What follows belongs to an exercise in optimizing a design on an open flow for small area, a short achievable clock period and few clock cycles; a production flow would make more cautious choices.
RTL that was checked went through simulation tests only; none was proved equivalent to the original.

==> build 60: inputs <==
==> flow/design.v (excerpt) <==
module systolic_ws_stream (
    input  logic        clk,
    input  logic        rst,
    input  logic        start_i,
    input  logic        reuse_w_i,
    input  logic        w_valid_i,
    input  logic [31:0] w_data_i,
    output logic        w_ready_o,
    input  logic        a_valid_i,
    input  logic [31:0] a_data_i,
    input  logic        a_last_i,
    output logic        a_ready_o,
    output logic        o_valid_o,
    output logic [71:0] o_data_o,
    output logic        busy_o,
    output logic        done_o
);
Settings: LEC_CHECK=0, CAP_MARGIN=20, CORE_MARGIN=2, CORE_UTILIZATION=40, SLEW_MARGIN=20, SYNTH_HIERARCHICAL=1; clock period 7.0 ns.
run.sh (not shown) runs the stock make flow with config.mk's settings and CLKGATE_MAP_FILE= SYNTH_SCRIPT=/design/flow/synth_recipe.tcl, a recipe that flattens the netlist after the stock synthesis.
==> trial 15: changes against build 60 <==
Settings changed: SETUP_SLACK_MARGIN set to 4.3.
==> comparison table <==
Outcome: trial 15 timing/DRC/antenna clean; build 60 timing/DRC/antenna clean
Number of antenna violations at the first check in global routing: trial 15 8; build 60 1
Number of gates on the worst path with buffers counted: trial 15 13; build 60 6
Number of cell instances on the worst register-to-register path: trial 15 13; build 60 6
Critical hold path startpoint: trial 15 v0_q; build 60 l1_q
Multi-input combinational area share: trial 15 55.1%; build 60 60.3%
Clock latency (worst-skew pair): trial 15 0.70 ns; build 60 0.63 ns
Relative area of non-clock buffer cells in the final design: trial 15 17.1%; build 60 4.24%
Met1 usage in global routing: trial 15 39.3%; build 60 31.5%
Pin count of the biggest net entering global routing: trial 15 63; build 60 91
Post-CTS setup buffer count: trial 15 355; build 60 0
Max stage delay cell, worst path: trial 15 sky130_fd_sc_hd__fa_1; build 60 sky130_fd_sc_hd__dfxtp_2
Met3 Wirelength: trial 15 27.7 mm; build 60 11.3 mm
Worst slew pin tran: trial 15 0.696 ns; build 60 1.20 ns
Proportion of cell area spent on the clock network: trial 15 3.69%; build 60 4.71%
GR Layer Usage met3: trial 15 20.7%; build 60 5.55%
Placed Area: trial 15 39,400 sq um; build 60 37,600 sq um
Clock buffer count in the final layout: trial 15 71; build 60 77
DP Cell Count: trial 15 4,092; build 60 4,091
Data required time of the critical path: trial 15 7.53 ns; build 60 7.50 ns
Launching element of the worst setup path: trial 15 cut2_p10_2_q; build 60 neg_q[6]
Via count of the routed design: trial 15 30,500; build 60 24,100
Number of nets in the finished design: trial 15 4,220; build 60 3,726
Worst rel slew slack: trial 15 53.6%; build 60 19.7%
Testbench counts of build 60, summed over its fixed seeds: cycles 4,487.
Testbench counts of trial 15, summed over its fixed seeds: cycles 4,487.

---

==> 04-03 <==
Another version of the RTL of systolic_ws_stream (not shown whole).
make LEC_CHECK=0 CAP_MARGIN=20 CORE_MARGIN=2 CORE_UTILIZATION=40 CTS_BUF_LIST=sky130_fd_sc_hd__clkbuf_8 CTS_CLUSTER_SIZE=30 SETUP_SLACK_MARGIN=4.5 SLEW_MARGIN=20 SYNTH_HIERARCHICAL=1 finish   # period 7.0 ns
==> 03-07 (differences from 04-03) <==
Settings changed: CTS_BUF_LIST sky130_fd_sc_hd__clkbuf_8 to unset, CTS_CLUSTER_SIZE 30 to unset, SETUP_SLACK_MARGIN 4.5 to unset.
==> 07-17 (differences from 04-03) <==
Settings changed: CTS_BUF_LIST sky130_fd_sc_hd__clkbuf_8 to unset, CTS_CLUSTER_SIZE 30 to unset, SETUP_SLACK_MARGIN 4.5 to 4.0.
==> comparison <==
Worst setup slack: 03-07 < 07-17 < 04-03. In 04-03 the clock skew is higher than in 03-07, by 0.016 ns. Of 07-17 and 04-03, 04-03 has the higher non-clock buffer count (gap 306). In flip-flop and latch count, 04-03 and 03-07 do not differ. Of 04-03 and 03-07, 04-03 has the higher via count (gap about 8%, measured against 03-07). Final area, highest first: 04-03, 07-17, 03-07. Worst hold slack, lowest first: 04-03, 07-17, 03-07. Routed wire length: 03-07 < 07-17 < 04-03. Against 03-07, the fmax of 07-17 is higher by 7.9%. The highest utilization belongs to 04-03, the lowest to 03-07. In die area, 04-03 and 07-17 do not differ.
==> figures <==
quantity                                                            07-17           03-07          04-03
Critical path buffers and inverters                                     0               0              3
Final #Nets                                                          3975            3969           4318
Sequential standard cell area                               0.01443 sq mm   0.01437 sq mm  0.01463 sq mm
R2R Path End                                                cut1c2_p9_4_q  cut1c0_p11_3_q  cut1c3_p4_2_q
Share of final layout cell area taken by non-clock buffers        0.04054         0.03969        0.09984
Global route hottest layer                                           met2            met1           met2
Vias per Instance                                                   5.462           5.426          5.403
Worst-case hold path end point                              cut2c3_p0_0_q   cut2c3_p1_0_q  cut2c2_p1_0_q
Routed metal-1 wire length                                       47600 um        47400 um       49000 um
Count of cells resized by post-cts repair                              16               0            769
Routed wire per std cell                                         23.39 um        23.21 um       23.22 um
Half-perimeter wire length after detailed placement              77670 um        77320 um       77420 um
Relative slew slack                                                0.3964          0.2263         0.6570
Unrepaired setup endpoints after global routing                        no              no            yes
Clk slew on worst S/H paths                                       0.07 ns         0.06 ns        0.06 ns
Crit. Startpoint                                                twoN_q[7]        one_q[1]    wgt_q[3][1]
Hold path startpoint                                        cut1c3_p0_0_q   cut1c3_p1_0_q  cut1c2_p1_0_q
Total of clock buffers placed in the layout                            91              93            128
Count of cells along the worst register-to-register path                5               5              8
Run status                                       timing/DRC/antenna clean  timing/DRC/antenna clean  timing/DRC/antenna clean
No functional check of the RTL was part of any run of this note.

---

==> 09-05 <==
systolic_ws_stream, a different RTL version from the one above (not shown whole).
export LEC_CHECK = 0
export CAP_MARGIN = 20
export CORE_MARGIN = 2
export CORE_UTILIZATION = 40
export CTS_CLUSTER_DIAMETER = 60
export CTS_CLUSTER_SIZE = 40
export SETUP_SLACK_MARGIN = 4.4
export SLEW_MARGIN = 20
export SYNTH_HIERARCHICAL = 1
create_clock -name core_clock -period 7.0 [get_ports {clk}]
==> 05-17 (differences from 09-05) <==
- CORE_UTILIZATION: 40 -> 55
- CTS_CLUSTER_DIAMETER: 60 -> 120
- CTS_CLUSTER_SIZE: 40 -> 25
- PLACE_DENSITY: not set -> 0.72
==> 07-28 (differences from 09-05) <==
- CTS_CLUSTER_DIAMETER: 60 -> 120
- CTS_CLUSTER_SIZE: 40 -> 25
- SETUP_SLACK_MARGIN: 4.4 -> 4.55
==> results.ini <==
[routing]
detailroute.wirelength.met2_mm = 48.34
met3WireLength_mm = 11.17
wl_met1_mm = 49.58

[setup_path]
r2r_setup_slack_ps = 4620
worst_setup_path_endpoint = a_ready_o
timing.critical_path.buf_inv = 1
critical_path_arrival_ps = 1180

[global_route]
track_usage_pct = 20.76

[cells_and_area]
finish.utilization_pct = 43.32
signal_buffer_area_fraction_pct = 3.411
clk_share_pct = 2.460

[clock_network]
post-cts-setup-buffers = 1
cts_buffers = 38

[status]
run_status = finished clean

That was 07-28.
==> results.ini <==
[status]
run_status = finished clean

[setup_path]
worst_setup_path_endpoint = cut1c0_p5_5_q$_DFF_P_
r2r_setup_slack_ps = 4390
timing.critical_path.buf_inv = 0

[clock_network]
post-cts-setup-buffers = 4

[cells_and_area]
finish.utilization_pct = 58.32
signal_buffer_area_fraction_pct = 3.384
clk_share_pct = 2.249

[routing]
detailroute.wirelength.met2_mm = 45.54

That was 05-17.
==> results.ini <==
[status]
run_status = finished clean

[global_route]
track_usage_pct = 20.97

[cells_and_area]
finish.utilization_pct = 44.77
signal_buffer_area_fraction_pct = 2.707

[setup_path]
r2r_setup_slack_ps = 4410
critical_path_arrival_ps = 1210

[routing]
wl_met1_mm = 49.09
detailroute.wirelength.met2_mm = 48.30

[clock_network]
post-cts-setup-buffers = 1

That was 09-05.
Testbench counts of 09-05, summed over its fixed seeds: cycles 4,679.
Testbench counts of 05-17, summed over its fixed seeds: cycles 4,679.
Testbench counts of 07-28, summed over its fixed seeds: cycles 4,679.

---

==> v29 <==
systolic_ws_stream, a different RTL version from the one above (not shown whole).
export LEC_CHECK = 0
export CAP_MARGIN = 20
export CORE_MARGIN = 2
export CORE_UTILIZATION = 40
export CTS_CLUSTER_DIAMETER = 120
export CTS_CLUSTER_SIZE = 25
export SETUP_SLACK_MARGIN = 4.43
export SLEW_MARGIN = 20
export SYNTH_HIERARCHICAL = 1
create_clock -name core_clock -period 7.0 [get_ports {clk}]
standard.sh (not shown) runs the stock make flow with config.mk's settings and CLKGATE_MAP_FILE= SYNTH_SCRIPT=/design/flow/synth_recipe.tcl, a recipe that flattens the netlist after the stock synthesis.
==> flow/flow/run.sh <==
#!/bin/bash
# Own layout flow: the standard ORFS flow (standard.sh, which also runs the
# standard synthesis unchanged), with one change: the buffers that ORFS puts on
# every input and output port are sky130_fd_sc_hd__buf_2 cells instead of the
# delay buffers it picks by default. Each make run logs to its own file here.
set -euo pipefail
bash standard.sh synth > synth.log 2>&1
bash standard.sh "BUFFER_PORTS_ARGS=-buffer_cell sky130_fd_sc_hd__buf_2" finish > layout.log 2>&1
==> inputs of v9, as changes to v29 <==
- CORE_UTILIZATION: 40 -> 50
- SETUP_SLACK_MARGIN: 4.43 -> 4.47
==> inputs of v16, as changes to v29 <==
- CORE_UTILIZATION: 40 -> 30
- SETUP_SLACK_MARGIN: 4.43 -> 4.47
==> implementation parameters <==
Parameter                              Value

Outcome
  Result of the run ... timing/DRC/antenna clean

Worst hold path
  Start point of the worst hold path ... cut2c2_p2_0_q

Global route
  Global-route track usage on met3 ... 4.937%

Setup path
  Reg2reg start ... one_q[3][2]

Final layout
  Summed area of non-filler cells in the final layout ... 0.04269 mm2
(the above is from v9)
==> implementation parameters <==
Parameter                              Value

Final layout
  Signal buffers ... 189
  Summed area of non-filler cells in the final layout ... 0.04312 mm2

Synth
  Leading cell type by number of instances after synthesis ... sky130_fd_sc_hd__dfxtp_1

Worst hold path
  Start point of the worst hold path ... cut2c3_p1_0_q

Setup path
  Reg2reg start ... two_q[3][2]

Outcome
  Result of the run ... timing/DRC/antenna clean
(the above is from v29)
==> implementation parameters <==
Parameter                              Value

Synth
  Number of unique standard cell types used by synthesis ... 58

Setup path
  Reg2reg start ... one_q[3][2]
  Critical Path Sink Type ... output pin

Final layout
  Final non-clock buffer share ... 2.678%
  FF/Latch Area ... 0.01580 mm2
  Summed area of non-filler cells in the final layout ... 0.04377 mm2

Worst hold path
  Start point of the worst hold path ... cut2c0_p5_0_q

Outcome
  Result of the run ... timing/DRC/antenna clean

Floorplanning
  Floorplan row count ... 135
(the above is from v16)
Testbench counts of v29, summed over its fixed seeds: cycles 4,679.
Testbench counts of v9, summed over its fixed seeds: cycles 4,679.
Testbench counts of v16, summed over its fixed seeds: cycles 4,679.

---

==> ember <==
Another version of the RTL of systolic_ws_stream (not shown whole).
export LEC_CHECK = 0
export CAP_MARGIN = 20
export CORE_MARGIN = 2
export CORE_UTILIZATION = 40
export CTS_CLUSTER_DIAMETER = 120
export CTS_CLUSTER_SIZE = 25
export SETUP_SLACK_MARGIN = 4.47
export SLEW_MARGIN = 20
export SYNTH_HIERARCHICAL = 1
create_clock -name core_clock -period 7.0 [get_ports {clk}]
Scripts as last shown in full above: flow/flow/run.sh
==> cedar: changes against ember <==
==> flow/run.sh (new file) <==
#!/bin/bash
# synth_recipe.tcl (not shown) runs the flow's synth.tcl, then flattens the netlist and writes it again
# the make line also repeats each setting of config.mk as NAME=value (left out here)
make -C /OpenROAD-flow-scripts/flow DESIGN_CONFIG=/design/flow/config.mk WORK_HOME=/design/flow/orfs CLKGATE_MAP_FILE= SYNTH_SCRIPT=/design/flow/synth_recipe.tcl finish
--- a/flow/config.mk
+++ b/flow/config.mk
@@ -12,3 +12,3 @@
 export CTS_CLUSTER_SIZE = 25
-export SETUP_SLACK_MARGIN = 4.47
+export SETUP_SLACK_MARGIN = 4.55
 export SLEW_MARGIN = 20
removed: flow/flow/run.sh
removed: flow/standard.sh
==> pepper: changes against ember <==
--- a/flow/config.mk
+++ b/flow/config.mk
@@ -12,3 +12,3 @@
 export CTS_CLUSTER_SIZE = 25
-export SETUP_SLACK_MARGIN = 4.47
+export SETUP_SLACK_MARGIN = 4.42
 export SLEW_MARGIN = 20
==> notes <==
Critical path depth is the same in ember and pepper.
The lowest wire length belongs to pepper, the highest to cedar.
Against pepper, the setup slack of ember is better by 0.0070 ns.
Cell count is about the same in ember and pepper.
In area after synthesis, ember and pepper do not differ.
Testbench counts of ember, summed over its fixed seeds: cycles 4,679.
Testbench counts of cedar, summed over its fixed seeds: cycles 4,679.
Testbench counts of pepper, summed over its fixed seeds: cycles 4,679.

==> separate check: timing with driven ports <==
Ports are ideal in the flow. The routed layouts listed here were re-timed in OpenROAD. Step 1: set_driving_cell puts a clkbuf_16 on clk and a buf_2 on each other input, an assumption about the parent block. Step 2 times the ports against the registers' clock, not the clock port: input delays grow and output delays shrink by t, the midpoint of the rising clock arrivals with the driver on. Three values: no drivers, after step 1, after step 2; two values: the first two.
| run | shift t [ns] | setup WS [ns] | worst setup path after step 2 |
|---|---|---|---|
| build 60 | 0.671 | 3.268 / 3.268 / 3.216 | input to register |
| trial 15 | 0.740 | 3.614 / 3.614 / 3.614 | register to register |
| 04-03 | 0.808 | 4.281 / 4.236 / 3.955 | input to register |
| 03-07 | 0.705 | 3.795 / 3.795 / 3.219 | input to register |
| 07-17 | 0.704 | 4.030 / 4.000 / 3.382 | input to register |
| 09-05 | 0.712 | 4.391 / 4.323 / 3.786 | input to register |
| 05-17 | 0.671 | 4.386 / 4.362 / 3.907 | input to register |
| 07-28 | 0.681 | 4.418 / 4.351 / 3.948 | input to register |
| v29 | 0.659 | 4.488 / 4.419 / 4.162 | input to register |
| v9 | 0.662 | 4.482 / 4.415 / 4.267 | input to register |
| v16 | 0.672 | 4.458 / 4.387 / 4.184 | input to register |
| ember | 0.659 | 4.469 / 4.403 / 4.147 | input to register |
| cedar | 0.665 | 4.431 / 4.364 / 3.994 | input to register |
| pepper | 0.659 | 4.462 / 4.396 / 4.160 | input to register |
After both steps every run listed still meets setup and hold. The setup slack of 07-17, which loses most, moves by -0.030 ns with the drivers and by -0.648 ns with both steps.
